Source: an optimization exercise on an open RTL-to-GDS flow (aim: small area). Production flows keep margins and buffers that such runs may drop. Function was checked by simulation only, so behaviour that the tests miss may differ from the original. The flow treats the clock pin as an ideal source, which a real chip does not have. No activity file was given, so power comes from the tool's default toggle rates.

**flow/run.sh**
```bash
#!/bin/bash
# Layout with the standard flow, changed in a few places:
#  - port buffers are sky130_fd_sc_hd__buf_2 (the default picks a larger cell),
#  - clock tree synthesis arguments are set here (no dummy loads),
#  - synthesis leaves adders to abc (no extract_fa / adder techmap), and its
#    abc mapping runs the area script flow/abc_area.abc (see flow/synth_area.tcl).
# The make run writes its full output to make_finish.log in the work folder.
set -euo pipefail
bash standard.sh \
    "BUFFER_PORTS_ARGS=-buffer_cell sky130_fd_sc_hd__buf_2" \
    "CTS_ARGS=-sink_clustering_enable -repair_clock_nets -dont_use_dummy_load -buf_list sky130_fd_sc_hd__clkbuf_8" \
    "ADDER_MAP_FILE=" \
    "SYNTH_SCRIPT=$PWD/flow/synth_area.tcl" \
    finish > make_finish.log 2>&1
```
**flow/abc_area.abc**
```
strash
dc2
dch -f
map -a
strash
dc2
dch -f
map -a
&get -n
&st
&dch -f
&nf -a -R 1000
&put
```
**flow/synth_area.tcl**
```tcl
# The standard flow's synthesis script (synth_recipe.tcl), with one change: the abc
# technology mapping runs the area-oriented script abc_area.abc, which sits
# beside this file, instead of ORFS's abc_speed.script.
proc synth {args} { yosys synth -nofsm -noshare {*}$args }
proc abc {args} {
    set i [lsearch -exact $args -script]
    if { $i >= 0 } {
        lset args [expr { $i + 1 }] [file join [file dirname $::env(SYNTH_SCRIPT)] abc_area.abc]
    }
    yosys abc {*}$args
}
source $::env(SCRIPTS_DIR)/synth.tcl
# left out here: clear keep_hierarchy, flatten, clean up, hide names made inside functions, write 1_2_yosys.v
```
**standard.sh**
```bash
#!/bin/bash
# synth_recipe.tcl (not shown) runs the flow's synth.tcl, then flattens the netlist and writes it again
# the make line also repeats each setting of config.mk as NAME=value (left out here)
make -C /OpenROAD-flow-scripts/flow DESIGN_CONFIG=/design/flow/config.mk WORK_HOME=/design/flow/orfs CLKGATE_MAP_FILE= SYNTH_SCRIPT=/design/flow/synth_recipe.tcl "${@:-finish}"
```
**config.mk**
```make
export PLATFORM = sky130hd
export DESIGN_NAME = snake_game_top
export DESIGN_NICKNAME = snake_game_top
export VERILOG_FILES = /design/flow/design.v
export SDC_FILE = /design/flow/constraint.sdc
export NUM_CORES = 4
export LEC_CHECK = 0
export CAP_MARGIN = 20
export CORE_MARGIN = 2
export CORE_UTILIZATION = 40
export SLEW_MARGIN = 20
```
**constraint.sdc**
```tcl
create_clock -name core_clock -period 7.0 [get_ports {Clk_Snake}]
set_input_delay 1.4000 -clock core_clock [delete_from_list [all_inputs] [get_ports {Clk_Snake}]]
set_output_delay 1.4000 -clock core_clock [all_outputs]
set_load 0.01 [all_outputs]
```
**design.v**
```verilog
package snake_pkg;
    typedef logic [4:0] cx_t;
    typedef logic [3:0] cy_t;
    localparam cx_t LAST_X = 5'd19;
    localparam cy_t LAST_Y = 4'd14;
    localparam cx_t HEAD_X  = 5'd9;    
    localparam cy_t HEAD_Y  = 4'd7;
    localparam cx_t BODY0_X = 5'd8;    
    localparam cy_t BODY0_Y = 4'd7;
    localparam cx_t BODY1_X = 5'd7;    
    localparam cy_t BODY1_Y = 4'd7;
    localparam cx_t FOOD_X  = 5'd13;   
    localparam cy_t FOOD_Y  = 4'd5;
    localparam cx_t CNT_X   = 5'd0;    
    localparam cy_t CNT_Y   = 4'd14;
    localparam int NSEG = 14;          
endpackage
`timescale 1ns/1ps
module snake_head_step (
    input  logic              Clk_Snake,
    input  logic              reset,
    input  logic [2:0]        dir,
    output snake_pkg::cx_t    hx,
    output snake_pkg::cy_t    hy
);
    always_ff @(posedge Clk_Snake or posedge reset) begin
        if (reset) begin
            hx <= snake_pkg::HEAD_X;
            hy <= snake_pkg::HEAD_Y;
        end else begin
            case (dir)
                3'd1: hy <= (hy == 4'd0) ? snake_pkg::LAST_Y : hy - 4'd1;
                3'd2: hy <= (hy == snake_pkg::LAST_Y) ? 4'd0 : hy + 4'd1;
                3'd3: hx <= (hx == 5'd0) ? snake_pkg::LAST_X : hx - 5'd1;
                3'd4: hx <= (hx == snake_pkg::LAST_X) ? 5'd0 : hx + 5'd1;
                default: ;
            endcase
        end
    end
endmodule
`timescale 1ns/1ps
module snake_body_shift (
    input  logic                              Clk_Snake,
    input  logic                              reset,
    input  logic [2:0]                        dir,
    input  snake_pkg::cx_t                    hx,
    input  snake_pkg::cy_t                    hy,
    output logic [snake_pkg::NSEG-1:0][4:0] bx,
    output logic [snake_pkg::NSEG-1:0][3:0] by,
    output logic                              same0
);
    logic shift;
    assign shift = (dir != 3'd0) && (dir != 3'd5);
    always_ff @(posedge Clk_Snake or posedge reset) begin
        if (reset) begin
            bx[0] <= snake_pkg::BODY0_X;
            by[0] <= snake_pkg::BODY0_Y;
            bx[1] <= snake_pkg::BODY1_X;
            by[1] <= snake_pkg::BODY1_Y;
            same0 <= 1'b0;
        end else if (shift) begin
            same0 <= dir[2] && dir[1];    
            bx[0] <= hx;
            by[0] <= hy;
            bx[1] <= bx[0];
            by[1] <= by[0];
        end
    end
    always_ff @(posedge Clk_Snake) begin
        if (shift) begin
            bx[snake_pkg::NSEG-1:2] <= bx[snake_pkg::NSEG-2:1];
            by[snake_pkg::NSEG-1:2] <= by[snake_pkg::NSEG-2:1];
        end
    end
endmodule
`timescale 1ns/1ps
module snake_food_keeper (
    input  logic              Clk_Snake,
    input  logic              reset,
    input  snake_pkg::cx_t    hx,
    input  snake_pkg::cy_t    hy,
    output snake_pkg::cx_t    fx,
    output snake_pkg::cy_t    fy,
    output logic [7:0]        food_count,
    output logic              len_full
);
    snake_pkg::cx_t cx;    
    snake_pkg::cy_t cy;
    logic           eat;
    assign eat = (hx == fx) && (hy == fy);
    always_ff @(posedge Clk_Snake or posedge reset) begin
        if (reset) begin
            cx <= snake_pkg::CNT_X;
            cy <= snake_pkg::CNT_Y;
        end else begin
            cx <= (cx == snake_pkg::LAST_X) ? 5'd0 : cx + 5'd1;
            cy <= (cy == 4'd0) ? snake_pkg::LAST_Y : cy - 4'd1;
        end
    end
    always_ff @(posedge Clk_Snake or posedge reset) begin
        if (reset) begin
            fx         <= snake_pkg::FOOD_X;
            fy         <= snake_pkg::FOOD_Y;
        end else if (eat) begin
            fx         <= cx;
            fy         <= cy;
        end
    end
    always_ff @(posedge Clk_Snake or posedge reset) begin
        if (reset) begin
            food_count <= 8'd0;
            len_full   <= 1'b0;
        end else begin
            food_count <= food_count + {7'd0, eat};
            len_full   <= len_full || (eat && food_count == 8'd11);
        end
    end
endmodule
`timescale 1ns/1ps
module snake_pixel_hit (
    input  logic [9:0]                        sx,
    input  logic [9:0]                        sy,
    input  snake_pkg::cx_t                    hx,
    input  snake_pkg::cy_t                    hy,
    input  logic [snake_pkg::NSEG-1:0][4:0] bx,
    input  logic [snake_pkg::NSEG-1:0][3:0] by,
    input  logic                              same0,
    input  snake_pkg::cx_t                    fx,
    input  snake_pkg::cy_t                    fy,
    input  logic [3:0]                        eaten,       
    input  logic                              len_full,
    output logic                              head_draw,
    output logic                              snake_draw,
    output logic                              collide,
    output logic                              food_draw
);
    logic            in_cell;
    snake_pkg::cx_t  px;
    snake_pkg::cy_t  py;
    logic [snake_pkg::NSEG-1:0] live;    
    logic [snake_pkg::NSEG-1:0] hit;
    logic [snake_pkg::NSEG-1:0] bite;
    assign px     = sx[9:5];
    assign py     = sy[8:5];
    assign in_cell = (sx[4:0] != 5'd0) && (sy[4:0] != 5'd0) && !sy[9];
    function automatic logic seg_on_head(input int i,
                                         input logic [4:0] x, input logic [3:0] y,
                                         input logic [4:0] h_x, input logic [3:0] h_y);
        if (i == 0)
            seg_on_head = same0;
        else if (i == 1)
            seg_on_head = (x[1:0] == h_x[1:0]) && (y[1:0] == h_y[1:0]);
        else if (i == 2)
            seg_on_head = (x[1:0] == h_x[1:0]) && (y[2:0] == h_y[2:0]);
        else if (i <= 5)
            seg_on_head = (x == h_x) && (y[2:0] == h_y[2:0]);
        else
            seg_on_head = (x == h_x) && (y == h_y);
    endfunction
    always_comb begin
        for (int i = 0; i < snake_pkg::NSEG; i++) begin
            live[i] = (i < 2) || len_full || (i - 1 <= int'(eaten));
            hit[i]  = live[i] && (bx[i] == px) && (by[i] == py);
            bite[i] = live[i] && seg_on_head(i, bx[i], by[i], hx, hy);
        end
    end
    assign head_draw  = in_cell && (hx == px) && (hy == py);
    assign food_draw  = in_cell && (fx == px) && (fy == py);
    assign snake_draw = in_cell && (|hit);
    assign collide    = (len_full || eaten >= 4'd2) && (|bite);    
endmodule
`timescale 1ns/1ps
module snake_game_top (
    input  logic       Clk_Snake,
    input  logic       reset,
    input  logic [9:0] sx,
    input  logic [9:0] sy,
    input  logic [2:0] dir,
    output logic       head_draw,
    output logic       snake_draw,
    output logic       collide,
    output logic       food_draw,
    output logic [7:0] food_count
);
    snake_pkg::cx_t                       hx, fx;
    snake_pkg::cy_t                       hy, fy;
    logic [snake_pkg::NSEG-1:0][4:0] bx;
    logic [snake_pkg::NSEG-1:0][3:0] by;
    logic                                 len_full;
    logic                                 same0;
    snake_head_step u_head_step (
        .Clk_Snake (Clk_Snake),
        .reset     (reset),
        .dir       (dir),
        .hx        (hx),
        .hy        (hy)
    );
    snake_food_keeper u_food_keeper (
        .Clk_Snake  (Clk_Snake),
        .reset      (reset),
        .hx         (hx),
        .hy         (hy),
        .fx         (fx),
        .fy         (fy),
        .food_count (food_count),
        .len_full   (len_full)
    );
    snake_body_shift u_body_shift (
        .Clk_Snake (Clk_Snake),
        .reset     (reset),
        .dir       (dir),
        .hx        (hx),
        .hy        (hy),
        .bx        (bx),
        .by        (by),
        .same0     (same0)
    );
    snake_pixel_hit u_pixel_hit (
        .sx         (sx),
        .sy         (sy),
        .hx         (hx),
        .hy         (hy),
        .bx         (bx),
        .by         (by),
        .same0      (same0),
        .fx         (fx),
        .fy         (fy),
        .eaten      (food_count[3:0]),
        .len_full   (len_full),
        .head_draw  (head_draw),
        .snake_draw (snake_draw),
        .collide    (collide),
        .food_draw  (food_draw)
    );
endmodule
```
==> results of run 1 <==
-- per-layer routing --
| layer | GRT usage | routed length, µm | up-vias |
|---|---|---|---|
| met2 | 0.3732 | 12110 | 395 |
| met1 | 0.3121 | 10460 | 3193 |
| li1 | - | - | 2928 |
| met3 | 0.06524 | 2520 | 92 |
| met4 | 0.1019 | 1037 | 0 |
| met5 | 0 | 0 | - |
-- stage by stage --
step	setup WS (ps)	power [µW]
floorplan	584.3	2029
global placement	1927	2380
detailed placement	1860	2379
CTS	1816	2887
global route	1567	3036
finish	1704	2912
-- report_power, final --
group | internal, µW | total (µW) | switching, µW | leakage, µW
logic | 336 | 798 | 461 | 0.00138
registers | 1260 | 1600 | 344 | 0.00172
clock network | 214 | 514 | 300 | 0.000122
-- area by class of cell --
| class | instances | area (µm²) | share of cell area |
|---|---|---|---|
| Inverter | 53 | 201.4 | 0.02170 |
| Multi-Input combinational cell | 509 | 3637 | 0.3917 |
| Clock buffer | 17 | 234.0 | 0.02520 |
| Sequential cell | 163 | 4648 | 0.5006 |
| Antenna cell | 1 | 2.502 | 0.0002695 |
| Timing Repair Buffer | 41 | 217.7 | 0.02345 |
| Tap cell | 275 | 344.1 | 0.03706 |
-- flip-flops by register name, indices dropped and copies added, names as in the netlist, 4 cells and up --
name,cells
u_body_shift.bx,70
u_body_shift.by,56
u_food_keeper.food_count,8
u_food_keeper.cx,5
u_food_keeper.fx,5
u_head_step.hx,5
u_food_keeper.cy,4
u_food_keeper.fy,4
u_head_step.hy,4
-- how the worst max path moves through the flow --
stage	to	slack (ps)	cells after the start
floorplan	u_body_shift.bx[10]$_DFFE_PP_	580	4
global placement	snake_draw	1930	10
detailed placement	snake_draw	1860	9
CTS	collide	1820	9
global route	collide	1570	9
finish	collide	1700	9
-- synth_stat cells (4+ instances only) --
library cell,count
a2111oi_0,6
o221ai_1,8
o2111ai_1,6
o22ai_1,43
nor4_1,22
a222oi_1,8
a21oi_1,31
nand3_1,17
xor2_1,79
nor2_1,27
mux2_1,11
nand4_1,18
clkinv_1,53
o21ai_0,30
a31oi_1,4
xnor2_1,75
nand2_1,26
nor3_1,15
dfrtp_1,32
o2bb2ai_1,8
a22oi_1,6
dfstp_2,23
a221oi_1,22
edfxtp_1,108
-- cell families (layout without fill, tap and decap cells) --
kind of cell	Yosys count	in the layout	share of synthesized area
buffers and inverters	53	111	0.02349
AOI/OAI and AO/OA	197	197	0.1625
other	0	1	0
xor gates and xnor gates	154	154	0.1593
and+or+nand+nor	147	147	0.09130
DFF	163	163	0.5488
muxes	11	11	0.01463
-- worst reg2reg max path: stages, from the launching register on --
cell,delay [ps]
dfrtp_1,1070
xnor2_1,210
nand4_1,200
nor4_1,700
and2_0,380
nand4_1,150
xnor2_1,140
==> impl_metrics.tcl, run 1 <==
set metrics [dict create \
    status "finished clean" \
    final_util 0.4445 \
    cellLeakagePower_uw 0.003229 \
    r2r_slack_ps 4030 \
    setup_tns_ps 0 \
    cts_tree "done" \
    finalWirelength_um 26130 \
    die_y_um 149.5 \
    cts_hold_buffers 0 \
    setup_viol 0 \
    endpoint_kind "primary output" \
    worst-path-buf-inv 2 \
    grt_pass1_vias 6271 \
    synth_area_leaders "edfxtp_1 38%, dfrtp_1 9.5%, xor2_1 8.2%" \
    min_period_over_period 0.7566 \
    clockRootBuffer "clkbuf_8" \
    core_mm2 0.02089 \
    ir_drop_v 0.0001382 \
    nNetsFinal 810 \
    antenna_found_initial 2 \
    crit_arrival_ps 3900 \
    worstHoldPathType "register to register" \
    hold_viol 0 \
    rsz0062_at_grt "false" \
    grt_usage 0.2385 \
    synthFlopType "edfxtp_1" \
    maxSlewViolCount 0 \
    num_rows 53 \
    syn-mean-instance-area_um2 11.68 \
    max_freq_mhz 188.8 \
    cp_max_fo 15 \
    yosys_warnings 4 \
    vias 6608 \
    r2r_cells 6 \
    syn-cell-area_mm2 0.008469 \
    path_cells "clkinv_1, a22oi_1, o211ai_1, nor4_1, nand3_1, o311ai_0, a311oi_1, a21oi_1, buf_2" \
    wl_per_cell_um 24.67 \
    syn_to_final_growth_pct 9.632 \
    holdWs_ps 435.3 \
    synth_cells 725 \
    cts_max_path_buffers 2 \
    synth_cell_types 53 \
    dr.pass1.iters 9 \
    fillCellCount 1930 \
    gp_congestion 0.9912 \
    portBuffers 36 \
    r2r-start "u_head_step.hx[1]$_DFFE_PP0P_" \
    synth_top_cell_by_area "edfxtp_1" \
    crit_required_ps 5600 \
    clock-sinks 163 \
    hold_end "u_body_shift.by[19]$_DFFE_PP_" \
    cp_top_family "compound AO/OA/AOI/OAI gates" \
    cap_viol_max_count 0 \
    fin_worst_skew_ps 39.00 \
    dpl.hpwl_um 17970 \
    final_antenna_net_count 0 \
    synth_seq_cells 163 \
    startpoint_type "register" \
    dp_cells 1041 \
    stdcell_area_mm2 0.009285 \
    drt-vias-per-instance 6.240 \
    clk_pin_slew_ps 80 \
    drive_gt1_frac 0.1086 \
    postCtsResizedCells 0 \
    worstMarginPinSlew_ps 1096 \
    reg2reg_to "u_food_keeper.food_count[7]$_DFF_PP0_" \
    syn_nets 750 \
    dieArea_mm2 0.02235 \
    initial_core_util 0.4055 \
    worstSetupPathType "register to primary output" \
    cts_htree_levels 4 \
    mostFrequentLayoutCells "108 x edfxtp_1, 79 x xor2_1, 75 x xnor2_1" \
    ys_seq_area_frac 0.5488 \
    dpl_cell_area_mm2 0.009042 \
    grt_pass1_wl_um 38960 \
    drc 0 \
    cpMaxStageDelayCell "dfstp_2" \
    dr.first_iter.drc_count 722 \
    grt_overflow 0 \
    numCtsBuffers 17 \
    layout_commonest_cell "edfxtp_1" \
    worstHoldStart "u_body_shift.by[15]$_DFFE_PP_" \
    power_density_mw_per_mm2 313.6 \
    crit_start "u_head_step.hy[2]$_DFFE_PP1P_" \
    relSlewSlack 0.2697 \
    grt_max_degree 61 \
    clock_latency_ps 480 \
    synth-edff-count 108 \
    min_period_ps 5296 \
    synth_top_area_share 0.3829 \
    synthArstFlopShare 0.3374 \
    dieWidth_um 149.5 \
    hold_depth 0 \
    ios 37 \
    post_cts_buffers 0 \
    max_stage_delay_ps 880 \
    finalNonFillerCells 1059 \
]
==> run 2: changes to the inputs <==
--- a/config.mk
+++ b/config.mk
@@ -5,7 +5,7 @@
 export SDC_FILE = /design/flow/constraint.sdc
 export NUM_CORES = 4
 export LEC_CHECK = 0
-export CAP_MARGIN = 20
+export CAP_MARGIN = 0
 export CORE_MARGIN = 2
 export CORE_UTILIZATION = 40
-export SLEW_MARGIN = 20
+export SLEW_MARGIN = 0
==> run 2 against run 1 <==
Net effect: clock skew is 2.2 ps lower; non-clock buffer count unchanged; die area stayed put; first-iteration DRC count up 3.3%; cell count did not move; cell area hardly changed; hold slack worse by 0.77 ps; total power about the same; fmax down 1.5%; combinational power hardly changed; register-to-register slack lost 30 ps.
==> impl_metrics.tcl, run 2 <==
set metrics [dict create \
    status "finished clean" \
    syn-mean-instance-area_um2 11.68 \
    yosys_warnings 4 \
    finalNonFillerCells 1059 \
    synth_cells 725 \
    regMostFlops "u_body_shift.bx" \
    hold_viol 0 \
    maxSlewViolCount 0 \
    yosys.area_share.simple 0.09130 \
    ios 37 \
    mostFrequentLayoutCells "108 x edfxtp_1, 79 x xor2_1, 75 x xnor2_1" \
    muxShareOfSynthArea 0.01463 \
    clock-sinks 163 \
    setup_viol 0 \
    numCtsBuffers 17 \
    clock_latency_ps 480 \
    wl_per_cell_um 24.64 \
    postCtsResizedCells 0 \
    layout_commonest_cell "edfxtp_1" \
    dieWidth_um 149.5 \
    crit_required_ps 5600 \
    grt_usage 0.2385 \
    cellLeakagePower_uw 0.003220 \
    fin_worst_skew_ps 36.82 \
    synth_top_area_share 0.3829 \
    min_period_ps 5375 \
    cp_top_family "compound AO/OA/AOI/OAI gates" \
    ys_seq_area_frac 0.5488 \
    clockRootBuffer "clkbuf_8" \
    cts_tree "done" \
    holdWs_ps 434.6 \
    clk_pin_slew_ps 80 \
    synth_fa_ha_area_frac 0 \
    syn_to_final_growth_pct 9.558 \
    max_stage_delay_ps 1080 \
    startpoint_type "register" \
    worstHoldPathType "register to register" \
    synth_area_leaders "edfxtp_1 38%, dfrtp_1 9.5%, xor2_1 8.2%" \
    dpl.hpwl_um 17970 \
    grt_overflow 0 \
    grt_pass1_wl_um 38960 \
    final_antenna_net_count 0 \
    synth_top_family_by_area "compound AO/OA/AOI/OAI gates" \
    drt-vias-per-instance 6.235 \
    cp_max_fo 17 \
    drive_gt1_frac 0.1086 \
    relSlewSlack 0.2651 \
    cts_max_path_buffers 2 \
    dp_cells 1041 \
    worstMarginPinSlew_ps 1102 \
    yosysMostFrequentCell "edfxtp_1" \
    antenna_found_initial 2 \
    post_cts_buffers 0 \
    reg_top3 "u_body_shift.bx: 70 flops, u_body_shift.by: 56 flops, u_food_keeper.food_count: 8 flops" \
    finalWirelength_um 26090 \
    cts_htree_levels 4 \
    power_density_mw_per_mm2 313.7 \
    core_mm2 0.02089 \
    timing.final.ws_setup_ps 1625 \
    grt_pass1_vias 6271 \
    setup_tns_ps 0 \
    synth_seq_cells 163 \
    nNetsFinal 810 \
    cap_viol_max_count 0 \
    synthFlopType "edfxtp_1" \
    synth_cell_types 53 \
    endpoint_kind "primary output" \
    worst-path-buf-inv 2 \
    path_cells "clkinv_1, o22ai_1, a211o_1, nor4_1, nand3_1, o311ai_0, a311oi_1, a21oi_1, buf_2" \
    die_y_um 149.5 \
    synth_compound_area_frac 0.1625 \
    num_rows 53 \
    portBuffers 36 \
    crit_arrival_ps 3980 \
    ir_drop_v 0.0001376 \
    synth-edff-count 108 \
    synth_xor_area_frac 0.1593 \
    dr.pass1.iters 8 \
    cts_hold_buffers 0 \
    initial_core_util 0.4055 \
    gp_congestion 0.9912 \
    ys_top_cells_by_count "108 x edfxtp_1, 79 x xor2_1, 75 x xnor2_1" \
    dp_slack_ps 1860 \
    vias 6603 \
    grt_max_degree 61 \
    syn-cell-area_mm2 0.008469 \
    synthArstFlopShare 0.3374 \
    largest_register_ffs 70 \
    drc 0 \
    max_freq_mhz 186.0 \
    worstSetupPathType "register to primary output" \
    rsz0062_at_grt "false" \
    synth_top_cell_by_area "edfxtp_1" \
    syn_nets 750 \
    dieArea_mm2 0.02235 \
    cpMaxStageDelayCell "dfrtp_1" \
    min_period_over_period 0.7679 \
    dr.first_iter.drc_count 746 \
]
==> run 2: through the flow <==
| stage | power, µW | utilization | instance area (µm²) |
|---|---|---|---|
| after global routing | 3035 | 0.4441 | 9276 |
| after floorplan | 2029 | - | 8469 |
| final | 2911 | 0.4442 | 9279 |
| after global placement | 2380 | 0.4329 | 9042 |
| after detailed placement | 2379 | 0.4329 | 9042 |
| after CTS | 2887 | 0.4441 | 9276 |
==> run 2: area by class of cell <==
| cell class | count | area [µm²] |
|---|---|---|
| Fill cell | 1931 | 11610 |
| Clock buffer | 17 | 234.0 |
| Sequential cell | 163 | 4648 |
| Antenna cell | 1 | 2.502 |
| Multi-Input combinational cell | 509 | 3631 |
| Timing Repair Buffer | 41 | 217.7 |
| Tap cell | 275 | 344.1 |
| Inverter | 53 | 201.4 |
==> run 2: worst paths after layout <==
path	from	end	slack, ps	cells after the start
setup / recovery	u_head_step.hx[1]$_DFFE_PP0P_	collide	1620	9
hold / removal	u_body_shift.by[15]$_DFFE_PP_	u_body_shift.by[19]$_DFFE_PP_	430	0
setup reg to reg	u_head_step.hx[1]$_DFFE_PP0P_	u_head_step.hx[3]$_DFFE_PP1P_	4000	5
hold reg to reg	u_body_shift.by[15]$_DFFE_PP_	u_body_shift.by[19]$_DFFE_PP_	430	0
max in group asynchronous	reset	u_body_shift.by[7]$_DFFE_PP0P_	5410	3
min in group asynchronous	reset	u_food_keeper.cx[3]$_DFF_PP0_	1100	3
==> run 2: routing by layer <==
| layer | vias to the layer above | part of all wire | track usage |
|---|---|---|---|
| met5 | - | 0 | 0 |
| met4 | 0 | 0.033 | 0.1019 |
| met3 | 74 | 0.10 | 0.06524 |
| met2 | 423 | 0.47 | 0.3732 |
| met1 | 3179 | 0.40 | 0.3121 |
| li1 | 2927 | - | - |
==> run 2: power by group <==
part / switching [µW] / internal (µW)
Sequential: 345 / 1260
Combinational: 459 / 337
Clock: 299 / 214
Total: 1100 / 1810
==> run 2: kinds of logic after synthesis <==
kind of cell	Yosys count
AO/OA/AOI/OAI	197
XOR/XNOR	154
buffers and inverters	53
flip-flops	163
multiplexers	11
AND/OR/NAND/NOR	147
==> run 3: changes to the inputs <==
==> flow/run.sh (replaced) <==
#!/bin/bash
# Layout with the standard flow, changed in a few places:
#  - port buffers are sky130_fd_sc_hd__buf_2 (the default picks a larger cell),
#  - clock tree synthesis arguments are set here (no dummy loads), and after
#    it flow/post_cts.tcl makes clock buffers smaller where the slew allows,
#  - synthesis leaves adders to abc (no extract_fa / adder techmap), and its
#    abc mapping runs the area script flow/abc_area.abc (see flow/synth_area.tcl).
# The make run writes its full output to make_finish.log in the work folder.
set -euo pipefail
bash standard.sh \
    "BUFFER_PORTS_ARGS=-buffer_cell sky130_fd_sc_hd__buf_2" \
    "CTS_ARGS=-sink_clustering_enable -repair_clock_nets -dont_use_dummy_load -buf_list sky130_fd_sc_hd__clkbuf_8" \
    "ADDER_MAP_FILE=" \
    "SYNTH_SCRIPT=$PWD/flow/synth_area.tcl" \
    "POST_CTS_TCL=$PWD/flow/post_cts.tcl" \
    finish > make_finish.log 2>&1
==> flow/post_cts.tcl (new file) <==
proc my_max_clk_pin_slew {} {
    set mx 0
    foreach pin [get_pins -hierarchical */CLK] {
        set s [get_property $pin slew_max]
        if { $s > $mx } { set mx $s }
    }
    return $mx
}
estimate_parasitics -placement
puts "post_cts: largest clock pin slew before [my_max_clk_pin_slew]"
set my_downsized 0
foreach inst [[ord::get_db_block] getInsts] {
    if { [[$inst getMaster] getName] ne "sky130_fd_sc_hd__clkbuf_8" } { continue }
    set name [$inst getName]
    replace_cell $name sky130_fd_sc_hd__clkbuf_4
    estimate_parasitics -placement
    if { [my_max_clk_pin_slew] > 0.110 } {
        replace_cell $name sky130_fd_sc_hd__clkbuf_8
        estimate_parasitics -placement
    } else {
        incr my_downsized
    }
}
detailed_placement
check_placement -verbose
estimate_parasitics -placement
puts "post_cts: $my_downsized clock buffers now clkbuf_4; largest clock pin slew [my_max_clk_pin_slew]"
==> run 3 against run 2 <==
Net effect: setup slack improved by 90 ps; synthesized cell count stayed put; wire length about the same; register-to-register slack gained 60 ps; clock power decreased by 12%; highest routed layer unchanged; cell area decreased by 0.61%; non-clock buffer count is the same; total power is 2.3% lower; critical path depth stayed put; die area unchanged.
==> impl_metrics.tcl, run 3 <==
set metrics [dict create \
    yosys_warnings 4 \
    muxShareOfSynthArea 0.01463 \
    ios 37 \
    dieWidth_um 149.5 \
    syn-cell-area_mm2 0.008469 \
    dr.pass1.iters 5 \
    stdcell_area_mm2 0.009223 \
    synth_xor_area_frac 0.1593 \
    grt_pass1_wl_um 38900 \
    min_period_over_period 0.7550 \
    cts_tree "done" \
    num_rows 53 \
    core_mm2 0.02089 \
    fin_worst_skew_ps 31.64 \
    regMostFlops "u_body_shift.bx" \
    antenna_found_initial 2 \
    gp_congestion 0.9912 \
    p_clk_frac 0.158 \
    dp_cells 1041 \
    initial_core_util 0.4055 \
    syn_to_final_growth_pct 8.894 \
    clk_pin_slew_ps 80 \
    wl_per_cell_um 24.62 \
    r2r-start "u_head_step.hx[1]$_DFFE_PP0P_" \
    yosysMostFrequentCell "edfxtp_1" \
    power.net_switching_uw 1091 \
    netSwitchingFraction 0.3835 \
    worst-path-buf-inv 2 \
    multi_input_area_mm2 0.003631 \
    finalNonFillerCells 1059 \
    max_freq_mhz 189.2 \
    max_stage_delay_ps 1090 \
    synthFlopType "edfxtp_1" \
    maxSlewViolCount 0 \
    path_cells "clkinv_1, o22ai_1, a211o_1, nor4_1, nand3_1, o311ai_0, a311oi_1, a21oi_1, buf_2" \
    grt_usage 0.2383 \
    cp_top_family "compound AO/OA/AOI/OAI gates" \
    synth_top_family_by_area "compound AO/OA/AOI/OAI gates" \
    ir_drop_v 0.0001375 \
    finalWirelength_um 26070 \
    ys_top_cells_by_count "108 x edfxtp_1, 79 x xor2_1, 75 x xnor2_1" \
    crit_start "u_head_step.hx[1]$_DFFE_PP0P_" \
    dpl_cell_area_mm2 0.009042 \
    synth_fa_ha_area_frac 0 \
    cp_max_fo 17 \
    grt_pass1_vias 6263 \
    clock_latency_ps 470 \
    combPwrFrac 0.279 \
    relSlewSlack 0.2585 \
    p_seq_frac 0.562 \
    reg_top3 "u_body_shift.bx: 70 flops, u_body_shift.by: 56 flops, u_food_keeper.food_count: 8 flops" \
    setup_tns_ps 0 \
    finalPower_uw 2844 \
    synth_seq_cells 163 \
    cellLeakagePower_uw 0.003196 \
    worstHoldPathType "register to register" \
    register_area_mm2 0.004648 \
    yosys.area_share.simple 0.09130 \
    min_period_ps 5285 \
    worstMarginPinSlew_ps 1112 \
    drc 0 \
    grt_max_degree 61 \
    vias 6613 \
    drt-vias-per-instance 6.245 \
    dr.first_iter.drc_count 762 \
    layout_commonest_cell "edfxtp_1" \
    cap_viol_max_count 0 \
    cpMaxStageDelayCell "dfrtp_1" \
    synth_top_area_share 0.3829 \
    drive_gt1_frac 0.1086 \
    clock-sinks 163 \
    synth_top_cell_by_area "edfxtp_1" \
    rsz0062_at_grt "false" \
    dieArea_mm2 0.02235 \
    dpl.hpwl_um 17970 \
    synthArstFlopShare 0.3374 \
    status "finished clean" \
    worstSetupPathType "register to primary output" \
    endpoint_kind "primary output" \
    synth_cell_types 53 \
    die_y_um 149.5 \
    ys_seq_area_frac 0.5488 \
    worstHoldStart "u_body_shift.by[11]$_DFFE_PP_" \
    largest_register_ffs 70 \
    portBuffers 36 \
    crit_arrival_ps 3890 \
    power_density_mw_per_mm2 308.4 \
    setup_viol 0 \
    synth-edff-count 108 \
    mostFrequentLayoutCells "108 x edfxtp_1, 79 x xor2_1, 75 x xnor2_1" \
    syn_nets 750 \
    final_util 0.4415 \
    crit_required_ps 5600 \
    hold_viol 0 \
    fillCellCount 1937 \
    synth_compound_area_frac 0.1625 \
    grt_overflow 0 \
    final_antenna_net_count 0 \
    p_int_uw 1753 \
    nNetsFinal 810 \
    startpoint_type "register" \
    synth_cells 725 \
    syn-mean-instance-area_um2 11.68 \
    synth_area_leaders "edfxtp_1 38%, dfrtp_1 9.5%, xor2_1 8.2%" \
]
-- run 3: metrics by stage --
stage                     setup WS, ps  hold WS, ps
after floorplan                  584.3        434.9
after global placement            1927        441.4
after detailed placement          1860        443.3
after global routing              1569        485.0
final                             1715        464.0
-- run 3: logic make-up (layout without fill, tap and decap cells) --
group,Yosys count,after routing
AND/OR/NAND/NOR,147,147
XOR/XNOR,154,154
other,0,1
buffers and inverters,53,111
flip-flops,163,163
multiplexers,11,11
AO/OA/AOI/OAI,197,197
-- run 3: layer usage --
layer	track usage	vias up	part of all wire
li1	-	2917	-
met1	0.3117	3223	0.40
met2	0.3736	392	0.47
met3	0.06524	81	0.098
met4	0.1005	0	0.037
met5	0	-	0
-- run 3: final timing paths --
kind	endpoint	slack, ps	cells after the start
max	collide	1710	9
max in group asynchronous	u_head_step.hx[1]$_DFFE_PP0P_	5390	3
min	u_body_shift.by[15]$_DFFE_PP_	460	0
min in group asynchronous	u_food_keeper.food_count[4]$_DFF_PP0_	1110	3
max reg2reg	u_head_step.hx[2]$_DFFE_PP0P_	4060	6
min reg2reg	u_body_shift.by[15]$_DFFE_PP_	460	0
-- run 3: power groups by stage --
stage          registers [µW]  clock network [µW]  logic (µW)
2_1_floorplan            1480                   0         548
3_3_place_gp             1610                   0         768
3_5_place_dp             1610                   0         772
5_1_grt                  1620                 498         859
6_report                 1600                 450         795
-- run 3: layout make-up --
cell class	count	area share
tap	275	0.03731
clock buffer	17	0.01926
antenna	1	0.0002713
sequential	163	0.5040
multi-input combinational	509	0.3937
timing repair buffer	41	0.02361
inverter	53	0.02184
==> run 4: changes to the inputs <==
--- a/design.v
+++ b/design.v
@@ -153,7 +153,9 @@
         else if (i == 2)
             seg_on_head = (x[1:0] == h_x[1:0]) && (y[2:0] == h_y[2:0]);
         else if (i <= 5)
-            seg_on_head = (x == h_x) && (y[2:0] == h_y[2:0]);
+            seg_on_head = (x[2:0] == h_x[2:0]) && (x[4] == h_x[4]) && (y[2:0] == h_y[2:0]);
+        else if (i == 6)
+            seg_on_head = (x[2:0] == h_x[2:0]) && (x[4] == h_x[4]) && (y == h_y);
         else
             seg_on_head = (x == h_x) && (y == h_y);
     endfunction
--- a/config.mk
+++ b/config.mk
@@ -5,7 +5,7 @@
 export SDC_FILE = /design/flow/constraint.sdc
 export NUM_CORES = 4
 export LEC_CHECK = 0
-export CAP_MARGIN = 0
+export CAP_MARGIN = 20
 export CORE_MARGIN = 2
 export CORE_UTILIZATION = 40
-export SLEW_MARGIN = 0
+export SLEW_MARGIN = 20
==> run 4 against run 3 <==
Net effect: via count down 2.4%; fmax is 3.5% lower; still clean; critical path type is now primary input to primary output; core utilization up 0.057 points; critical path depth rose by 3; non-clock buffer count increased by 2; setup slack got worse by 190 ps; cell count down 1.0%; register-to-register slack got worse by 220 ps; wire length down 4.7%; die area fell by 0.60%; sequential power increased by 4%.
==> impl_metrics.tcl, run 4 <==
set metrics [dict create \
    status "finished clean" \
    r2r-start "u_head_step.hy[2]$_DFFE_PP1P_" \
    clock-sinks 163 \
    ys_top_cells_by_count "108 x edfxtp_1, 89 x xnor2_1, 76 x xor2_1" \
    synth_cell_types 47 \
    vias 6455 \
    grt_max_degree 56 \
    setup_viol 0 \
    clock_latency_ps 620 \
    relSlewSlack 0.4952 \
    r2r_slack_ps 3840 \
    largest_register_ffs 70 \
    cap_viol_max_count 0 \
    path_cells "buf_2, clkinv_1, a222oi_1, o21ai_0, nor4_1, o221ai_1, a221oi_1, a21oi_1, nand4_1, nor3_1, nor2_1, buf_2" \
    die_y_um 149.1 \
    worstHoldStart "u_body_shift.bx[25]$_DFFE_PP_" \
    reg2reg_to "u_head_step.hy[3]$_DFFE_PP0P_" \
    hold_viol 0 \
    multi_input_area_mm2 0.003591 \
    initial_core_util 0.4042 \
    timing.final.ws_setup_ps 1524 \
    crit_required_ps 5600 \
    worstHoldPathType "register to register" \
    ios 37 \
    rsz0062_at_grt "false" \
    portBuffers 36 \
    synthFlopType "edfxtp_1" \
    synth_top_area_share 0.3853 \
    crit_arrival_ps 4080 \
    endpoint_kind "primary output" \
    worstMarginPinSlew_ps 757.2 \
    synth_cells 712 \
    num_rows 53 \
    startpoint_type "primary input" \
    synth_seq_cells 163 \
    dieWidth_um 149.1 \
    synth_top_cell_by_area "edfxtp_1" \
    fillCellCount 1956 \
    dpl.hpwl_um 16600 \
    holdWs_ps 471.7 \
    power.net_switching_uw 1181 \
    cp_max_fo 16 \
    fin_worst_skew_ps 29.82 \
    cts_tree "done" \
    syn_to_final_growth_pct 9.365 \
    p_int_uw 1851 \
    drt-vias-per-instance 6.159 \
    nNetsFinal 799 \
    setup_tns_ps 0 \
    drive_gt1_frac 0.1127 \
    syn_nets 737 \
    layout_commonest_cell "edfxtp_1" \
    hold_depth 0 \
    antenna_found_initial 1 \
    cpMaxStageDelayCell "buf_2" \
    reg_top3 "u_body_shift.bx: 70 flops, u_body_shift.by: 56 flops, u_food_keeper.food_count: 8 flops" \
    regMostFlops "u_body_shift.bx" \
    grt_overflow 0 \
    synth-edff-count 108 \
    grt_pass1_wl_um 38020 \
    syn-mean-instance-area_um2 11.82 \
    ys_seq_area_frac 0.5523 \
    grt_pass1_vias 6140 \
    core_mm2 0.02082 \
    combPwrFrac 0.295 \
    synthArstFlopShare 0.3374 \
    grt_usage 0.2312 \
    clk_pin_slew_ps 80 \
    finalWirelength_um 24840 \
    worstSetupPathType "primary input to primary output" \
    min_period_ps 5476 \
    syn-cell-area_mm2 0.008417 \
    dr.pass1.iters 8 \
    yosys_warnings 4 \
    dieArea_mm2 0.02222 \
    max_freq_mhz 182.6 \
    ir_drop_v 0.0001278 \
    netSwitchingFraction 0.3895 \
    cpMostUsedCell "buf_2" \
    register_area_mm2 0.004648 \
    dp_slack_ps 1639 \
    cellLeakagePower_uw 0.003200 \
    maxSlewViolCount 0 \
    dr.first_iter.drc_count 791 \
    wl_per_cell_um 23.70 \
    power_density_mw_per_mm2 329.4 \
    yosysMostFrequentCell "edfxtp_1" \
    p_clk_frac 0.158 \
    max_stage_delay_ps 430 \
    synth_area_leaders "edfxtp_1 39%, dfrtp_1 9.5%, xnor2_1 9.3%" \
    mostFrequentLayoutCells "108 x edfxtp_1, 89 x xnor2_1, 76 x xor2_1" \
    min_period_over_period 0.7823 \
    final_antenna_net_count 0 \
    p_seq_frac 0.547 \
    gp_congestion 0.9515 \
    hold_end "u_body_shift.bx[30]$_DFFE_PP_" \
    drc 0 \
    r2r_cells 7 \
]
## run 4: cell types whose count changed after synthesis, sizes merged, moves of 4 or more
cell and delta:
nand2 +10, nand4 +5, a221oi -4, xnor2 +14
a21oi -12, nand3 -7, o22ai -18
## run 4: layer usage
| layer | track usage | wire length (µm) | vias up |
|---|---|---|---|
| met5 | 0 | 0 | - |
| met4 | 0.08714 | 710 | 0 |
| met1 | 0.3309 | 10840 | 3164 |
| met2 | 0.3493 | 11410 | 359 |
| met3 | 0.04434 | 1883 | 71 |
| li1 | - | - | 2861 |
## run 4: worst max-delay path by stage
stage / from / end / slack, ps / cells past startpoint
final: sx[7] / snake_draw / 1520 / 12
after global placement: sx[7] / snake_draw / 1750 / 12
after floorplan: dir[0] / u_body_shift.bx[10]$_DFFE_PP_ / 600 / 4
after global routing: sx[7] / snake_draw / 1430 / 12
after detailed placement: sx[7] / snake_draw / 1640 / 12
## run 4: area by class of cell
class | count | area share
well taps | 275 | 0.03738
flip-flops and latches | 163 | 0.5050
diodes | 1 | 0.0002718
multi-input cells | 499 | 0.3901
repair buffers | 43 | 0.02528
clock buffers | 17 | 0.02134
inverters | 50 | 0.02066
## run 4: kinds of logic after synthesis
group | Yosys count | share of synthesized area
buf+inv | 50 | 0.02230
simple gates | 150 | 0.09143
xor+xnor | 165 | 0.1717
compound gates | 174 | 0.1490
flops | 163 | 0.5523
mux | 10 | 0.01338
## run 4: power by group through the flow
stage | Sequential (µW) | Clock, µW | Combinational, µW
after floorplan | 1550 | 0 | 610
after global placement | 1670 | 0 | 871
after detailed placement | 1670 | 0 | 878
after global routing | 1680 | 523 | 981
final | 1660 | 480 | 895
## run 4: through the flow
stage,cells,area [µm²],util,total power [µW]
finish,1048,9205,0.4421,3033
floorplan,712,8417,-,2156
detailed placement,1030,9006,0.4325,2545
global route,1048,9205,0.4421,3187
global placement,1030,9006,0.4325,2539
## run 4: critical path, delay by kind of cell
family	cells	cell delay (ps)
simple gates	4	560
compound gates	5	1070
buf+inv	3	1020
==> run 5: changes to the inputs <==
--- a/flow/run.sh
+++ b/flow/run.sh
@@ -3,6 +3,8 @@
 #  - port buffers are sky130_fd_sc_hd__buf_2 (the default picks a larger cell),
 #  - clock tree synthesis arguments are set here (no dummy loads), and after
 #    it flow/post_cts.tcl makes clock buffers smaller where the slew allows,
+#  - buffers that timing-driven global placement adds are removed again
+#    (flow/post_gpl.tcl); the resize step still repairs slew and load,
 #  - synthesis leaves adders to abc (no extract_fa / adder techmap), and its
 #    abc mapping runs the area script flow/abc_area.abc (see flow/synth_area.tcl).
 # The make run writes its full output to make_finish.log in the work folder.
@@ -13,4 +15,5 @@
     "ADDER_MAP_FILE=" \
     "SYNTH_SCRIPT=$PWD/flow/synth_area.tcl" \
     "POST_CTS_TCL=$PWD/flow/post_cts.tcl" \
+    "POST_GLOBAL_PLACE_TCL=$PWD/flow/post_gpl.tcl" \
     finish > make_finish.log 2>&1
==> flow/post_gpl.tcl (new file) <==
# Run by ORFS at the end of its global placement step (POST_GLOBAL_PLACE_TCL).
# Timing-driven global placement buffers some high-fanout nets for timing
# (instances named place*); the design has ample slack, so those buffers are
# removed again here. The resize step that follows still repairs any slew,
# capacitance or fanout violation.
set my_bufs {}
foreach inst [[ord::get_db_block] getInsts] {
    if { [string match "place*" [$inst getName]]
         && [string match "sky130_fd_sc_hd__buf_*" [[$inst getMaster] getName]] } {
        lappend my_bufs [$inst getName]
    }
}
puts "post_gpl: removing [llength $my_bufs] placement buffers"
if { [llength $my_bufs] > 0 } {
    remove_buffers [get_cells $my_bufs]
}
==> run 5 against run 4 <==
Net effect: fmax increased by 0.44%; combinational power decreased by 11%; die area unchanged; cell count decreased by 4.1%; critical endpoint is now collide; largest cell class unchanged; largest power group unchanged.
==> impl_metrics.tcl, run 5 <==
set metrics [dict create \
    initial_core_util 0.4042 \
    worstMarginPinSlew_ps 1154 \
    synth_seq_cells 163 \
    final_antenna_net_count 0 \
    num_rows 53 \
    grt_usage 0.2292 \
    min_period_over_period 0.7789 \
    worstHoldPathType "register to register" \
    wl_per_cell_um 24.58 \
    synth_area_leaders "edfxtp_1 39%, dfrtp_1 9.5%, xnor2_1 9.3%" \
    nNetsFinal 757 \
    clk_pin_slew_ps 100 \
    die_y_um 149.1 \
    diodes 0 \
    synth_cell_types 47 \
    grt_pass1_vias 6010 \
    dpl_cell_area_mm2 0.008806 \
    core_mm2 0.02082 \
    ys_seq_area_frac 0.5523 \
    yosysMostFrequentCell "edfxtp_1" \
    cp_max_fo 16 \
    startpoint_type "register" \
    relSlewSlack 0.2307 \
    dp_cells 988 \
    portBuffers 36 \
    finalNonFillerCells 1005 \
    endpoint_kind "primary output" \
    dpl.hpwl_um 16490 \
    register_area_mm2 0.004648 \
    synthFlopType "edfxtp_1" \
    max_freq_mhz 183.4 \
    grt_overflow 0 \
    antenna_found_initial 1 \
    syn-mean-instance-area_um2 11.82 \
    setup_viol 0 \
    path_cells "clkinv_1, a22oi_1, o21ai_0, a2111oi_0, nand4_1, a221oi_1, or4_1, a41oi_1, a21oi_1" \
    cpMaxStageDelayCell "dfrtp_1" \
    synth_top_area_share 0.3853 \
    ios 37 \
    dp_slack_ps 1955 \
    rsz0062_at_grt "false" \
    synthArstFlopShare 0.3374 \
    yosys_warnings 4 \
    dr.pass1.iters 9 \
    regMostFlops "u_body_shift.bx" \
    max_stage_delay_ps 830 \
    drt-vias-per-instance 6.185 \
    crit_arrival_ps 4050 \
    grt_max_degree 109 \
    multi_input_area_mm2 0.003607 \
    dieArea_mm2 0.02222 \
    holdWs_ps 467.0 \
    dieWidth_um 149.1 \
    fillCellCount 1978 \
    largest_register_ffs 70 \
    fin_worst_skew_ps 35.17 \
    syn_to_final_growth_pct 6.660 \
    hold_viol 0 \
    power_density_mw_per_mm2 330.1 \
    layout_commonest_cell "edfxtp_1" \
    drc 0 \
    vias 6216 \
    finalWirelength_um 24700 \
    clock-sinks 163 \
    synth-edff-count 108 \
    syn-cell-area_mm2 0.008417 \
    synth_cells 712 \
    worstSetupPathType "register to primary output" \
    cts_tree "done" \
    dr.first_iter.drc_count 808 \
    clock_latency_ps 460 \
    setup_tns_ps 0 \
    reg_top3 "u_body_shift.bx: 70 flops, u_body_shift.by: 56 flops, u_food_keeper.food_count: 8 flops" \
    mostFrequentLayoutCells "108 x edfxtp_1, 89 x xnor2_1, 76 x xor2_1" \
    crit_required_ps 5600 \
    ys_top_cells_by_count "108 x edfxtp_1, 89 x xnor2_1, 76 x xor2_1" \
    maxSlewViolCount 0 \
    synth_top_cell_by_area "edfxtp_1" \
    drive_gt1_frac 0.06164 \
    status "finished clean" \
    cap_viol_max_count 0 \
    syn_nets 737 \
    grt_pass1_wl_um 37640 \
    cellLeakagePower_uw 0.003005 \
    ir_drop_v 0.0001326 \
    min_period_ps 5452 \
    stdcell_area_mm2 0.008977 \
    timing.final.ws_setup_ps 1548 \
]
-- run 5: cell type report --
type                       instances  share of cell area
sequential                       163              0.5178
timing repair buffer               1            0.001254
inverter                          50             0.02174
tap                              275             0.03833
multi-input combinational        499              0.4018
clock buffer                      17             0.01909
-- run 5: path summary, 6_finish.rpt --
kind,start,to,slack (ps),cells after the start
max,u_head_step.hx[4]$_DFFE_PP0P_,collide,1550,9
min in group asynchronous,reset,u_food_keeper.food_count[5]$_DFF_PP0_,920,1
min reg2reg,u_body_shift.bx[13]$_DFFE_PP_,u_body_shift.bx[18]$_DFFE_PP_,470,0
min,u_body_shift.bx[13]$_DFFE_PP_,u_body_shift.bx[18]$_DFFE_PP_,470,0
max in group asynchronous,reset,u_head_step.hx[2]$_DFFE_PP0P_,5620,1
max reg2reg,u_head_step.hx[4]$_DFFE_PP0P_,u_food_keeper.food_count[7]$_DFF_PP0_,3360,8
-- run 5: stage by stage --
stage	util	total power (µW)
finish	0.4311	2964
detailed placement	0.4229	2509
floorplan	-	2156
global placement	0.4325	2539
global route	0.4311	3116
-- run 5: report_power, final --
group / switching [µW] / leakage (µW) / total [µW] / internal [µW]
combinational: 428 / 0.00118 / 796 / 367
clock: 296 / 0.0000963 / 451 / 155
sequential: 427 / 0.00173 / 1720 / 1290
total: 1150 / 0.00301 / 2960 / 1810
-- run 5: critical path, delay by kind of cell, from the launching register on --
family	cells	cell delay, ps
DFF	1	830
AOI/OAI and AO/OA	6	1620
buffers and inverters	1	810
and+or+nand+nor	2	340
-- run 5: cell families after synthesis --
| kind of cell | share of synthesized area |
|---|---|
| AO/OA/AOI/OAI | 0.1490 |
| XOR/XNOR | 0.1717 |
| flip-flops | 0.5523 |
| AND/OR/NAND/NOR | 0.09143 |
| buffers and inverters | 0.02230 |
| multiplexers | 0.01338 |
-- run 5: layer usage --
metal | track usage | routed length [µm] | up-vias
met5 | 0 | 13 | -
met4 | 0.07810 | 626 | 2
met3 | 0.05321 | 2230 | 68
met2 | 0.3620 | 11520 | 333
met1 | 0.3120 | 10310 | 3038
li1 | - | - | 2775
==> run 6: changes to the inputs <==
==> flow/post_gpl.tcl (replaced) <==
# Run by ORFS at the end of its global placement step (POST_GLOBAL_PLACE_TCL).
# Timing-driven global placement buffers some high-fanout nets for timing
# (instances named place*); the design has ample slack, so those buffers are
# taken out again here: each one's loads move back to the net that drives
# it. Port buffers and all other cells stay. The resize step that follows
# still repairs any slew, capacitance or fanout violation.
set my_removed 0
foreach inst [[ord::get_db_block] getInsts] {
    if { ![string match "place*" [$inst getName]] } { continue }
    if { ![string match "sky130_fd_sc_hd__buf_*" [[$inst getMaster] getName]] } { continue }
    set in_net [[$inst findITerm A] getNet]
    set out_net [[$inst findITerm X] getNet]
    if { $in_net eq "NULL" || $out_net eq "NULL" } { continue }
    if { [llength [$out_net getBTerms]] > 0 } { continue }
    foreach it [$out_net getITerms] {
        if { [$it getInst] eq $inst } { continue }
        $it disconnect
        $it connect $in_net
    }
    [$inst findITerm A] disconnect
    [$inst findITerm X] disconnect
    odb::dbInst_destroy $inst
    odb::dbNet_destroy $out_net
    incr my_removed
}
puts "post_gpl: removed $my_removed placement buffers"
==> run 6 against run 5 <==
Net effect: wire length rose by 0.96%; fmax fell by 6.8%; clock-buffer cell count did not move; area after synthesis did not move; global-route usage rose by 0.23 points; first-iteration DRC count rose by 11%; via count rose by 2.7%; register-to-register slack got worse by 30 ps; cell count rose by 3.7%; combinational power rose by 4.5%; clock skew fell by 2.5 ps; setup slack got worse by 400 ps.
==> impl_metrics.tcl, run 6 <==
set metrics [dict create \
    nNetsFinal 793 \
    grt_overflow 0 \
    syn_nets 737 \
    synth_top_cell_by_area "edfxtp_1" \
    dieArea_mm2 0.02222 \
    fin_worst_skew_ps 32.63 \
    wl_per_cell_um 23.93 \
    clock_latency_ps 620 \
    yosysMostFrequentCell "edfxtp_1" \
    cp_max_fo 19 \
    ys_seq_area_frac 0.5523 \
    grt_usage 0.2315 \
    worstMarginPinSlew_ps 1153 \
    grt_pass1_wl_um 37960 \
    synth_top_family_by_area "XOR/XNOR gates" \
    yosys.area_share.simple 0.09142 \
    syn-cell-area_mm2 0.008417 \
    dr.pass1.iters 6 \
    synth_cell_types 47 \
    drt-vias-per-instance 6.124 \
    max_freq_mhz 170.9 \
    layout_commonest_cell "edfxtp_1" \
    synthArstFlopShare 0.3374 \
    multi_input_area_mm2 0.003607 \
    synth_seq_cells 163 \
    final_antenna_net_count 0 \
    met3WireLength_um 2185 \
    hold_viol 0 \
    min_period_ps 5850 \
    portBuffers 36 \
    die_y_um 149.1 \
    top_layer "met4" \
    rsz0062_at_grt "false" \
    cellLeakagePower_uw 0.003171 \
    regMostFlops "u_body_shift.bx" \
    synth-edff-count 108 \
    syn_to_final_growth_pct 8.979 \
    relSlewSlack 0.2317 \
    cts_tree "done" \
    startpoint_type "register" \
    finalWirelength_um 24940 \
    syn-mean-instance-area_um2 11.82 \
    vias 6381 \
    ys_top_cells_by_count "108 x edfxtp_1, 89 x xnor2_1, 76 x xor2_1" \
    synth_xor_area_frac 0.1717 \
    dieWidth_um 149.1 \
    synth_area_leaders "edfxtp_1 39%, dfrtp_1 9.5%, xnor2_1 9.3%" \
    min_period_over_period 0.8358 \
    clock-sinks 163 \
    cap_viol_max_count 0 \
    ios 37 \
    routedLengthMet1_um 10690 \
    register_area_mm2 0.004648 \
    core_mm2 0.02082 \
    reg_top3 "u_body_shift.bx: 70 flops, u_body_shift.by: 56 flops, u_food_keeper.food_count: 8 flops" \
    muxShareOfSynthArea 0.01338 \
    synth_cells 712 \
    dpl.hpwl_um 16520 \
    drc 0 \
    mostFrequentLayoutCells "108 x edfxtp_1, 89 x xnor2_1, 76 x xor2_1" \
    ir_drop_v 0.0001123 \
    synth_compound_area_frac 0.1490 \
    antenna_found_initial 1 \
    clk_pin_slew_ps 100 \
    crit_arrival_ps 4450 \
    fillCellCount 1986 \
    synth_top_area_share 0.3853 \
    grt_pass1_vias 6169 \
    status "finished clean" \
    crit_required_ps 5600 \
    power_density_mw_per_mm2 329.2 \
    maxSlewViolCount 0 \
    largest_register_ffs 70 \
    dr.first_iter.drc_count 900 \
    setup_tns_ps 0 \
    drive_gt1_frac 0.1057 \
    synth_fa_ha_area_frac 0 \
    worstSetupPathType "register to primary output" \
    yosys_warnings 4 \
    grt_max_degree 109 \
    wl_met2_um 11160 \
    worstHoldPathType "register to register" \
    synthFlopType "edfxtp_1" \
    initial_core_util 0.4042 \
    setup_viol 0 \
    dpl_cell_area_mm2 0.008986 \
    stdcell_area_mm2 0.009173 \
    num_rows 53 \
    endpoint_kind "primary output" \
]
## run 6: cell count changes in the layout (fill, tap and decap cells not counted)
cell      delta
clkbuf_8     +2
diode_2      +1
buf_2       +36
clkbuf_4     -2
## run 6: area by class of cell
cell class,count,share of cell area
Sequential cell,163,0.5068
Multi-Input combinational cell,499,0.3933
Tap cell,275,0.03751
Inverter,50,0.02128
Timing Repair Buffer,37,0.02087
Clock buffer,17,0.02005
Antenna cell,1,0.0002728
## run 6: routing by layer
| metal | global-route usage | up-vias |
|---|---|---|
| met5 | 0 | - |
| met4 | 0.1014 | 0 |
| met3 | 0.05443 | 81 |
| met2 | 0.3435 | 349 |
| met1 | 0.3244 | 3104 |
| li1 | - | 2847 |
## run 6: critical path: stages, from the launching register on
cell	delay (ps)
dfrtp_1	1120
clkinv_1	670
a22oi_1	300
o21ai_0	120
a2111oi_0	490
nand4_1	150
a221oi_1	360
or4_1	190
a41oi_1	50
a21oi_1	210
buf_2	170
## run 6: where the power goes
group / internal (µW) / switching [µW]
registers: 1290 / 428
clock network: 165 / 304
logic: 374 / 458
## run 6: stage by stage
stage	worst slack [ps]	instances	total power, µW	hold WS [ps]	util
floorplan	596.4	712	2156	434.9	-
global placement	1750	1030	2539	439.4	0.4325
detailed placement	1705	1024	2537	459.0	0.4316
global route	1074	1042	3164	495.6	0.4405
finish	1150	1042	3019	480.4	0.4405
## run 6: worst paths after layout
check                                                        end  slack, ps  cells after the start                           from
setup reg to reg           u_food_keeper.food_count[7]$_DFF_PP0_       3330                      8  u_head_step.hx[4]$_DFFE_PP0P_
hold reg to reg                    u_body_shift.by[23]$_DFFE_PP_        480                      0  u_body_shift.by[19]$_DFFE_PP_
setup / recovery                                         collide       1150                     10  u_head_step.hx[2]$_DFFE_PP0P_
min in group asynchronous  u_food_keeper.food_count[7]$_DFF_PP0_        890                      2                          reset
hold / removal                     u_body_shift.by[23]$_DFFE_PP_        480                      0  u_body_shift.by[19]$_DFFE_PP_
max in group asynchronous         u_body_shift.bx[2]$_DFFE_PP0P_       5650                      2                          reset
## run 6: cells by family after synthesis
family / Yosys count
AO/OA/AOI/OAI: 174
XOR/XNOR: 165
buffers and inverters: 50
flip-flops: 163
multiplexers: 10
AND/OR/NAND/NOR: 150
==> run 7: changes to the inputs <==
--- a/design.v
+++ b/design.v
@@ -137,7 +137,7 @@
     logic            in_cell;
     snake_pkg::cx_t  px;
     snake_pkg::cy_t  py;
-    logic [snake_pkg::NSEG-1:0] live;    
+    logic [snake_pkg::NSEG-1:0] live;
     logic [snake_pkg::NSEG-1:0] hit;
     logic [snake_pkg::NSEG-1:0] bite;
     assign px     = sx[9:5];
==> run 7 against run 6 <==
Net effect: combinational power hardly changed; die area unchanged; setup slack is the same; cell count stayed put; wire length unchanged; core utilization unchanged; still clean; clock-buffer cell count stayed put; total power unchanged; non-clock buffer count stayed put; clock skew unchanged; via count did not move; first-iteration DRC count is the same.
==> impl_metrics.tcl, run 7 <==
set metrics [dict create \
    yosys_warnings 4 \
    netSwitchingFraction 0.3943 \
    grt_usage 0.2315 \
    synth_cells 712 \
    crit_arrival_ps 4450 \
    fillCellCount 1986 \
    synth_top_area_share 0.3853 \
    synthArstFlopShare 0.3374 \
    grt_overflow 0 \
    dpl.hpwl_um 16520 \
    ys_top_cells_by_count "108 x edfxtp_1, 89 x xnor2_1, 76 x xor2_1" \
    vias 6381 \
    antenna_found_initial 1 \
    status "finished clean" \
    ys_seq_area_frac 0.5523 \
    final_antenna_net_count 0 \
    wl_per_cell_um 23.93 \
    dieWidth_um 149.1 \
    syn_to_final_growth_pct 8.979 \
    rsz0062_at_grt "false" \
    mostFrequentLayoutCells "108 x edfxtp_1, 89 x xnor2_1, 76 x xor2_1" \
    core_mm2 0.02082 \
    cap_viol_max_count 0 \
    combPwrFrac 0.276 \
    finalWirelength_um 24940 \
    synth-edff-count 108 \
    hold_viol 0 \
    syn_nets 737 \
    worstMarginPinSlew_ps 1153 \
    largest_register_ffs 70 \
    power.net_switching_uw 1191 \
    synth_seq_cells 163 \
    cellLeakagePower_uw 0.003171 \
    die_y_um 149.1 \
    ir_drop_v 0.0001123 \
    dpl_cell_area_mm2 0.008986 \
    finalPower_uw 3019 \
    p_seq_frac 0.569 \
    dp_slack_ps 1705 \
    num_rows 53 \
    cts_tree "done" \
    drt-vias-per-instance 6.124 \
    dp_cells 1024 \
    clk_pin_slew_ps 100 \
    layout_commonest_cell "edfxtp_1" \
    clock_latency_ps 620 \
    initial_core_util 0.4042 \
    power_density_mw_per_mm2 329.2 \
    grt_pass1_wl_um 37960 \
    regMostFlops "u_body_shift.bx" \
    synthFlopType "edfxtp_1" \
    synth_cell_types 47 \
    max_freq_mhz 170.9 \
    p_int_uw 1829 \
    min_period_over_period 0.8358 \
    dr.pass1.iters 6 \
    setup_viol 0 \
    grt_pass1_vias 6169 \
    maxSlewViolCount 0 \
    drive_gt1_frac 0.1057 \
    yosysMostFrequentCell "edfxtp_1" \
    min_period_ps 5850 \
    relSlewSlack 0.2317 \
    stdcell_area_mm2 0.009173 \
    ios 37 \
    nNetsFinal 793 \
    reg_top3 "u_body_shift.bx: 70 flops, u_body_shift.by: 56 flops, u_food_keeper.food_count: 8 flops" \
    portBuffers 36 \
    syn-mean-instance-area_um2 11.82 \
    endpoint_kind "primary output" \
    syn-cell-area_mm2 0.008417 \
    worstSetupPathType "register to primary output" \
    grt_max_degree 109 \
    timing.final.ws_setup_ps 1150 \
    worstHoldPathType "register to register" \
    finalNonFillerCells 1042 \
    setup_tns_ps 0 \
    fin_worst_skew_ps 32.63 \
    p_clk_frac 0.155 \
    dr.first_iter.drc_count 900 \
    crit_required_ps 5600 \
    clock-sinks 163 \
    synth_area_leaders "edfxtp_1 39%, dfrtp_1 9.5%, xnor2_1 9.3%" \
    startpoint_type "register" \
    synth_top_cell_by_area "edfxtp_1" \
    cp_max_fo 19 \
    dieArea_mm2 0.02222 \
    drc 0 \
]
run 7: final timing paths:
kind	start	to	slack, ps	cells past startpoint
hold reg to reg	u_body_shift.by[19]$_DFFE_PP_	u_body_shift.by[23]$_DFFE_PP_	480	0
setup / recovery	u_head_step.hx[2]$_DFFE_PP0P_	collide	1150	10
setup reg to reg	u_head_step.hx[4]$_DFFE_PP0P_	u_food_keeper.food_count[7]$_DFF_PP0_	3330	8
min in group asynchronous	reset	u_food_keeper.food_count[7]$_DFF_PP0_	890	2
max in group asynchronous	reset	u_body_shift.bx[2]$_DFFE_PP0P_	5650	2
hold / removal	u_body_shift.by[19]$_DFFE_PP_	u_body_shift.by[23]$_DFFE_PP_	480	0
run 7: area by class of cell:
class	count	area (µm²)	share of cell area
flip-flops and latches	163	4648	0.5068
multi-input cells	499	3607	0.3933
well taps	275	344.1	0.03751
clock buffers	17	183.9	0.02005
inverters	50	195.2	0.02128
repair buffers	37	191.4	0.02087
diodes	1	2.502	0.0002728
run 7: power by group through the flow:
stage                     Sequential [µW]  Combinational [µW]  Clock (µW)
final                                1720                 832         469
after floorplan                      1550                 610           0
after global routing                 1740                 909         514
after global placement               1670                 871           0
after detailed placement             1720                 815           0
run 7: through the flow:
stage / hold slack [ps] / util
2_1_floorplan: 434.9 / -
3_3_place_gp: 439.4 / 0.4325
3_5_place_dp: 459.0 / 0.4316
5_1_grt: 495.6 / 0.4405
6_report: 480.4 / 0.4405
run 7: kinds of logic after synthesis:
family | synth area share
AOI/OAI and AO/OA | 0.1490
xor gates and xnor gates | 0.1717
buffers and inverters | 0.02230
DFF | 0.5523
muxes | 0.01338
and+or+nand+nor | 0.09143
run 7: routing by layer:
layer | routed length, µm | share of wire | global-route usage
met1 | 10690 | 0.43 | 0.3244
met5 | 0 | 0 | 0
met2 | 11160 | 0.45 | 0.3435
met3 | 2185 | 0.088 | 0.05443
met4 | 911 | 0.037 | 0.1014
run 7: critical path, stage by stage (launching register included):
cell	delay [ps]
dfrtp_1	1120
clkinv_1	670
a22oi_1	300
o21ai_0	120
a2111oi_0	490
nand4_1	150
a221oi_1	360
or4_1	190
a41oi_1	50
a21oi_1	210
buf_2	170

==> static timing again, ports no longer ideal <==
The results above use ideal ports. As a check the final layouts listed here were re-extracted and re-timed, cells and wires unchanged.
Step 1 assumes that a clkbuf_16 drives the clock port and a buf_2 every other input.
Step 2 adds t to the input delays and takes it off the output delays; t is the mean of the earliest and latest rising clock arrival at the registers after step 1. Input paths then give back, and output paths get back, about the clock's delay inside the block.
Slacks: ideal / step 1 / step 2; pairs: ideal / step 1.
run	shift t [ns]	setup WS [ns]	worst hold slack (ns)	worst setup path at the end	clock arrival spread, ns
run 1	0.506	1.704 / 1.662 / 1.705	0.435 / 0.435 / 0.435	input to output	0.043 / 0.043
run 2	0.502	1.625 / 1.583 / 1.719	0.435 / 0.435 / 0.435	input to output	0.040 / 0.039
run 3	0.491	1.715 / 1.673 / 1.716	0.464 / 0.464 / 0.464	input to output	0.032 / 0.032
run 4	0.638	1.524 / 1.503 / 1.503	0.472 / 0.472 / 0.472	input to output	0.032 / 0.032
run 5	0.480	1.548 / 1.509 / 1.744	0.467 / 0.467 / 0.467	input to output	0.036 / 0.036
run 6	0.637	1.150 / 1.111 / 1.584	0.480 / 0.480 / 0.480	input to output	0.038 / 0.038
run 7	0.637	1.150 / 1.111 / 1.584	0.480 / 0.480 / 0.480	input to output	0.038 / 0.038
After both steps every run listed still meets setup and hold. For run 4, which loses most, drivers alone change the setup slack by -0.021 ns; drivers and shift together by -0.021 ns.
